Background: an optimization exercise with open tools, aiming at small area and a short achievable clock period. Do not read the settings as production practice.
The RTL was checked by simulation tests, not by an equivalence proof against the original design.
Power and IR drop assume default switching activity.

// debug_top
module debug_top (
    input  logic            clk,
    input  logic            rst_n,
    input  logic [60:0]     dm_req,
    input  logic            trig,
    input  logic            eb,
    output logic [35:0]     dm_rsp,
    output logic            debug,
    output logic            halted,
    output logic            step_en,
    output logic [31:0]     pc
);
    logic        halt_req, resume_req, exec, transfer, wr;
    logic [7:0]  cmdtype;
    logic [15:0] regno;
    logic [31:0] data;
    assign halt_req   = dm_req[60];
    assign resume_req = dm_req[59];
    assign exec       = dm_req[58];
    assign cmdtype    = dm_req[57:50];
    assign transfer   = dm_req[49];
    assign wr         = dm_req[48];
    assign regno      = dm_req[47:32];
    assign data       = dm_req[31:0];
    logic s_run, s_halt, s_res, s_abs;
    logic debug_q, halted_q;
    logic a_q, e_q;
    logic step_q, ebm_q;
    logic [2:0]  cause_q;
    logic [31:0] dpc_q, pc_q;
    logic [31:0] pc_next;
    logic [4:0] idx_q;
    logic wg_q, wd_q, wp_q, exc_q;
    logic [31:0] gpr [1:31];
    logic entry, ns_run, ns_halt, ns_res, ns_abs;
    logic step_n, ebm_n;
    logic is_gpr, is_dcsr, is_dpc, aar;
    logic use_pc;
    logic [2:0] cause_n;
    logic debug_i;
    assign debug_i = !resume_req && (a_q || (s_run && (trig || halt_req)) || (e_q && eb));
    assign entry   = debug_i && !debug_q;
    dbg_port u_dbg (
        .resume_req (resume_req),
        .halt_req   (halt_req),
        .trig       (trig),
        .eb         (eb),
        .a_q        (a_q),
        .s_run      (s_run),
        .e_q        (e_q),
        .debug      (debug)
    );
    assign ns_abs  = rst_n && s_halt && !resume_req && exec;
    assign ns_res  = rst_n && s_halt && resume_req;
    assign ns_halt = rst_n && ((s_run && debug_i) || s_abs || (s_halt && !resume_req && !exec));
    assign ns_run  = !rst_n || s_res || (s_run && !debug_i);
    assign step_n = !rst_n ? 1'b0 : (wd_q ? data[2]  : step_q);
    assign ebm_n  = !rst_n ? 1'b0 : (wd_q ? data[15] : ebm_q);
    assign is_gpr  = regno[15:5] == 11'h080;
    assign is_dcsr = regno == 16'h07B0;
    assign is_dpc  = regno == 16'h07B1;
  ...
Size: roughly 2200 cells after synthesis, about 1100 flip-flops, roughly 140 I/O pins, about 41000 sq um of cells after synthesis.
==> module debug_top, before the edit <==
module debug_top (
    input  logic            clk,
    input  logic            rst_n,
    input  logic [60:0]     dm_req,
    input  logic            trig,
    input  logic            eb,
    output logic [35:0]     dm_rsp,
    output logic            debug,
    output logic            halted,
    output logic            step_en,
    output logic [31:0]     pc
);
    logic        halt_req, resume_req, exec, transfer, wr;
    logic [7:0]  cmdtype;
    logic [15:0] regno;
    logic [31:0] data;
    assign halt_req   = dm_req[60];
    assign resume_req = dm_req[59];
    assign exec       = dm_req[58];
    assign cmdtype    = dm_req[57:50];
    assign transfer   = dm_req[49];
    assign wr         = dm_req[48];
    assign regno      = dm_req[47:32];
    assign data       = dm_req[31:0];
    logic s_run, s_halt, s_res, s_abs;
    logic debug_q, halted_q;
    logic a_q, e_q;
    logic step_q, ebm_q;
    logic [2:0]  cause_q;
    logic [31:0] dpc_q, pc_q;
    logic [31:0] pc_next;
    logic [4:0] idx_q;
    logic wg_q, wd_q, wp_q, exc_q;
    logic [31:0] gpr [1:31];
    logic entry, ns_run, ns_halt, ns_res, ns_abs;
    logic step_n, ebm_n;
    logic is_gpr, is_dcsr, is_dpc, aar;
    logic use_pc;
    logic [2:0] cause_n;
    logic debug_i;
    assign debug_i = !resume_req && (a_q || (s_run && (trig || halt_req)) || (e_q && eb));
    assign entry   = debug_i && !debug_q;
    dbg_port u_dbg (
        .resume_req (resume_req),
        .halt_req   (halt_req),
        .trig       (trig),
        .eb         (eb),
        .a_q        (a_q),
        .s_run      (s_run),
        .e_q        (e_q),
        .debug      (debug)
    );
    assign ns_abs  = rst_n && s_halt && !resume_req && exec;
    assign ns_res  = rst_n && s_halt && resume_req;
    assign ns_halt = rst_n && ((s_run && debug_i) || s_abs || (s_halt && !resume_req && !exec));
    assign ns_run  = !rst_n || s_res || (s_run && !debug_i);
    assign step_n = !rst_n ? 1'b0 : (wd_q ? data[2]  : step_q);
    assign ebm_n  = !rst_n ? 1'b0 : (wd_q ? data[15] : ebm_q);
    assign is_gpr  = regno[15:5] == 11'h080;
    assign is_dcsr = regno == 16'h07B0;
    assign is_dpc  = regno == 16'h07B1;
    assign aar     = ns_abs && (cmdtype == 8'd0) && transfer;
    assign pc_next = pc_q + 32'd4;
    always_comb begin
        if (trig)                 cause_n = 3'd2;
        else if (eb && ebm_q)     cause_n = 3'd1;
        else if (halt_req)        cause_n = 3'd3;
        else                      cause_n = 3'd4;
    end
    assign use_pc = trig || (eb && (ebm_q || halt_req));
    always_ff @(posedge clk) begin
        s_run    <= ns_run;
        s_halt   <= ns_halt;
        s_res    <= ns_res;
        s_abs    <= ns_abs;
        debug_q  <= rst_n && debug_i;
        halted_q <= rst_n && (halted_q || (debug_i && ns_halt)) && !ns_res;
        a_q      <= rst_n && (debug_i || (ns_run && step_n));
        e_q      <= rst_n && ns_run && ebm_n;
        step_q   <= step_n;
        ebm_q    <= ebm_n;
        idx_q     <= regno[4:0];
        wg_q      <= aar && wr && is_gpr;
        wd_q      <= aar && wr && is_dcsr;
        wp_q      <= aar && wr && is_dpc;
        exc_q     <= aar && !(is_gpr || is_dcsr || is_dpc);
    end
    always_ff @(posedge clk) begin
        if (!rst_n) begin
            cause_q <= 3'd0;
        end else if (entry) begin
            cause_q <= cause_n;
        end
    end
    always_ff @(posedge clk) begin
        if (!rst_n) begin
            pc_q <= 32'd0;
        end else if (s_run && !debug_i) begin
            pc_q <= pc_next;
        end else if (s_res) begin
            pc_q <= dpc_q;
        end
    end
    always_ff @(posedge clk) begin
        if (entry) begin
            dpc_q <= use_pc ? pc_q : pc_next;
        end else if (wp_q) begin
            dpc_q <= data;
        end
    end
    logic [31:0] gd0, gd1;
    assign gd0 = data & {32{rst_n}};
    assign gd1 = data | {32{!rst_n}};
    always_ff @(posedge clk) begin
        for (int i = 1; i < 32; i++) begin
            if (!rst_n || (wg_q && (idx_q == 5'(i)))) begin
                for (int b = 0; b < 32; b++) begin
                    gpr[i][b] <= ((b % 8) < 5 && ((i >> (b % 8)) & 1) != 0) ? gd1[b] : gd0[b];
                end
            end
        end
    end
    logic [31:0] rdn, rdn_q;
    logic [31:0] rsel;
    logic [32*32-1:0] rin;
    logic sel_dcsr;
    always_comb begin
        rsel[0] = !regno[12] && regno[0];
        rin[31:0] = dpc_q;
        for (int i = 1; i < 32; i++) begin
            rsel[i] = regno[12] && (regno[4:0] == 5'(i));
            rin[i*32 +: 32] = gpr[i];
        end
    end
    assign sel_dcsr = !regno[12] && !regno[0];
    rd_mux u_rd (
        .sel  (rsel),
        .din  (rin),
        .dsel (sel_dcsr),
        .dcsr ({1'b0, 1'b1, 14'd0, ebm_q, 6'd0, cause_q, 3'd0, step_q, 2'd0}),
        .qn   (rdn)
    );
    always_ff @(posedge clk) begin
        rdn_q <= rdn;
    end
    assign halted  = halted_q;
    assign step_en = step_q;
    assign pc      = pc_q;
    assign dm_rsp  = {halted_q, s_abs, exc_q, 1'b0, ~rdn_q};
endmodule
Settings: LEC_CHECK=0, CAP_MARGIN=20, CORE_MARGIN=2, CORE_UTILIZATION=40, CTS_BUF_LIST=sky130_fd_sc_hd__clkbuf_16, CTS_CLUSTER_DIAMETER=100, CTS_CLUSTER_SIZE=24, SETUP_SLACK_MARGIN=2.9, SLEW_MARGIN=20, SYNTH_HIERARCHICAL=1, SYNTH_MINIMUM_KEEP_SIZE=0; clock period 5.5 ns.
run.sh (not shown) runs the stock make flow with config.mk's settings and CLKGATE_MAP_FILE= SYNTH_SCRIPT=/design/flow/synth_recipe.tcl, a recipe that flattens the netlist after the stock synthesis.
The starting point passed the timing, design-rule and antenna checks.
==> next run, changes <==
--- a/flow/design.v
+++ b/flow/design.v
@@ -96,10 +96,11 @@
     logic step_q, ebm_q;
     logic [2:0]  cause_q;
     logic [31:0] dpc_q, pc_q;
     logic [31:0] pc_next;
-    logic [4:0] idx_q;
-    logic wg_q, wd_q, wp_q, exc_q;
+    logic [3:0] wa_q;
+    logic [7:0] wb_q;
+    logic wd_q, wp_q, exc_q;
     logic [31:0] gpr [1:31];
     logic entry, ns_run, ns_halt, ns_res, ns_abs;
     logic step_n, ebm_n;
     logic is_gpr, is_dcsr, is_dpc, aar;
@@ -127,9 +128,17 @@
     assign is_gpr  = regno[15:5] == 11'h080;
     assign is_dcsr = regno == 16'h07B0;
     assign is_dpc  = regno == 16'h07B1;
     assign aar     = ns_abs && (cmdtype == 8'd0) && transfer;
-    assign pc_next = pc_q + 32'd4;
+    logic [32:2] pc_cy;
+    always_comb begin
+        pc_next[1:0] = pc_q[1:0];
+        pc_cy[2] = 1'b1;
+        for (int k = 2; k < 32; k++) begin
+            pc_next[k]  = pc_q[k] ^ pc_cy[k];
+            pc_cy[k+1]  = pc_cy[k] & pc_q[k];
+        end
+    end
     always_comb begin
         if (trig)                 cause_n = 3'd2;
         else if (eb && ebm_q)     cause_n = 3'd1;
         else if (halt_req)        cause_n = 3'd3;
@@ -146,10 +155,14 @@
         a_q      <= rst_n && (debug_i || (ns_run && step_n));
         e_q      <= rst_n && ns_run && ebm_n;
         step_q   <= step_n;
         ebm_q    <= ebm_n;
-        idx_q     <= regno[4:0];
-        wg_q      <= aar && wr && is_gpr;
+        for (int j = 0; j < 4; j++) begin
+            wa_q[j] <= aar && wr && is_gpr && (regno[4:3] == 2'(j));
+        end
+        for (int k = 0; k < 8; k++) begin
+            wb_q[k] <= regno[2:0] == 3'(k);
+        end
         wd_q      <= aar && wr && is_dcsr;
         wp_q      <= aar && wr && is_dpc;
         exc_q     <= aar && !(is_gpr || is_dcsr || is_dpc);
     end
@@ -180,9 +193,9 @@
     assign gd0 = data & {32{rst_n}};
     assign gd1 = data | {32{!rst_n}};
     always_ff @(posedge clk) begin
         for (int i = 1; i < 32; i++) begin
-            if (!rst_n || (wg_q && (idx_q == 5'(i)))) begin
+            if (!rst_n || (wa_q[i >> 3] && wb_q[i & 7])) begin
                 for (int b = 0; b < 32; b++) begin
                     gpr[i][b] <= ((b % 8) < 5 && ((i >> (b % 8)) & 1) != 0) ? gd1[b] : gd0[b];
                 end
             end
@@ -192,16 +205,19 @@
     logic [31:0] rsel;
     logic [32*32-1:0] rin;
     logic sel_dcsr;
     always_comb begin
-        rsel[0] = !regno[12] && regno[0];
         rin[31:0] = dpc_q;
         for (int i = 1; i < 32; i++) begin
-            rsel[i] = regno[12] && (regno[4:0] == 5'(i));
             rin[i*32 +: 32] = gpr[i];
         end
     end
-    assign sel_dcsr = !regno[12] && !regno[0];
+    rd_dec u_dec (
+        .r12  (regno[12]),
+        .idx  (regno[4:0]),
+        .sel  (rsel),
+        .dsel (sel_dcsr)
+    );
     rd_mux u_rd (
         .sel  (rsel),
         .din  (rin),
         .dsel (sel_dcsr),
@@ -214,8 +230,24 @@
     assign halted  = halted_q;
     assign step_en = step_q;
     assign pc      = pc_q;
     assign dm_rsp  = {halted_q, s_abs, exc_q, 1'b0, ~rdn_q};
+endmodule
+module rd_dec (
+    input  logic        r12,
+    input  logic [4:0]  idx,
+    output logic [31:0] sel,
+    output logic        dsel
+);
+    logic [3:0] hi;
+    logic [7:0] lo;
+    always_comb begin
+        for (int j = 0; j < 4; j++) hi[j] = r12 && (idx[4:3] == 2'(j));
+        for (int k = 0; k < 8; k++) lo[k] = idx[2:0] == 3'(k);
+        sel[0] = !r12 && idx[0];
+        for (int i = 1; i < 32; i++) sel[i] = hi[i >> 3] && lo[i & 7];
+    end
+    assign dsel = !r12 && !idx[0];
 endmodule
 module rd_mux (
     input  logic [31:0]       sel,
     input  logic [32*32-1:0]  din,
After rerunning: Power goes up slightly; synthesized cell count goes down by a few percent; die area goes down slightly; core utilization is about the same; non-clock buffer count goes down by 58; flip-flop and latch count goes up by 6; setup slack gets worse by 2.7 ns; count of clock-buffer cells in the layout goes up by 2; global-route usage goes down by 2.4 points.

[static timing again, ports no longer ideal]
The results above use ideal ports. As a check the final layouts listed here were re-extracted and re-timed, cells and wires unchanged.
Step 1: set_driving_cell puts a clkbuf_16 on clk and a buf_2 on each other input, an assumption about the parent block.
Step 2 also shifts input and output timing later by t, the mid clock arrival at the registers, as if the neighbouring blocks saw the same clock.
Slacks: ideal ports / drivers / drivers and shift; pairs: ideal ports / drivers.
run | t, ns | setup WS [ns] | hold slack, ns | worst setup path at the end | clock arrival spread, ns
the first run | 0.714 | 2.863 / 2.838 / 2.174 | 0.489 / 0.489 / 0.489 | input to register | 0.037 / 0.037
the second run | 0.713 | 0.193 / 0.193 / 0.193 | 0.489 / 0.489 / 0.489 | register to register | 0.023 / 0.022
After both steps every run listed still meets setup and hold. For the first run, which loses most, drivers alone change the setup slack by -0.025 ns; drivers and shift together by -0.689 ns.
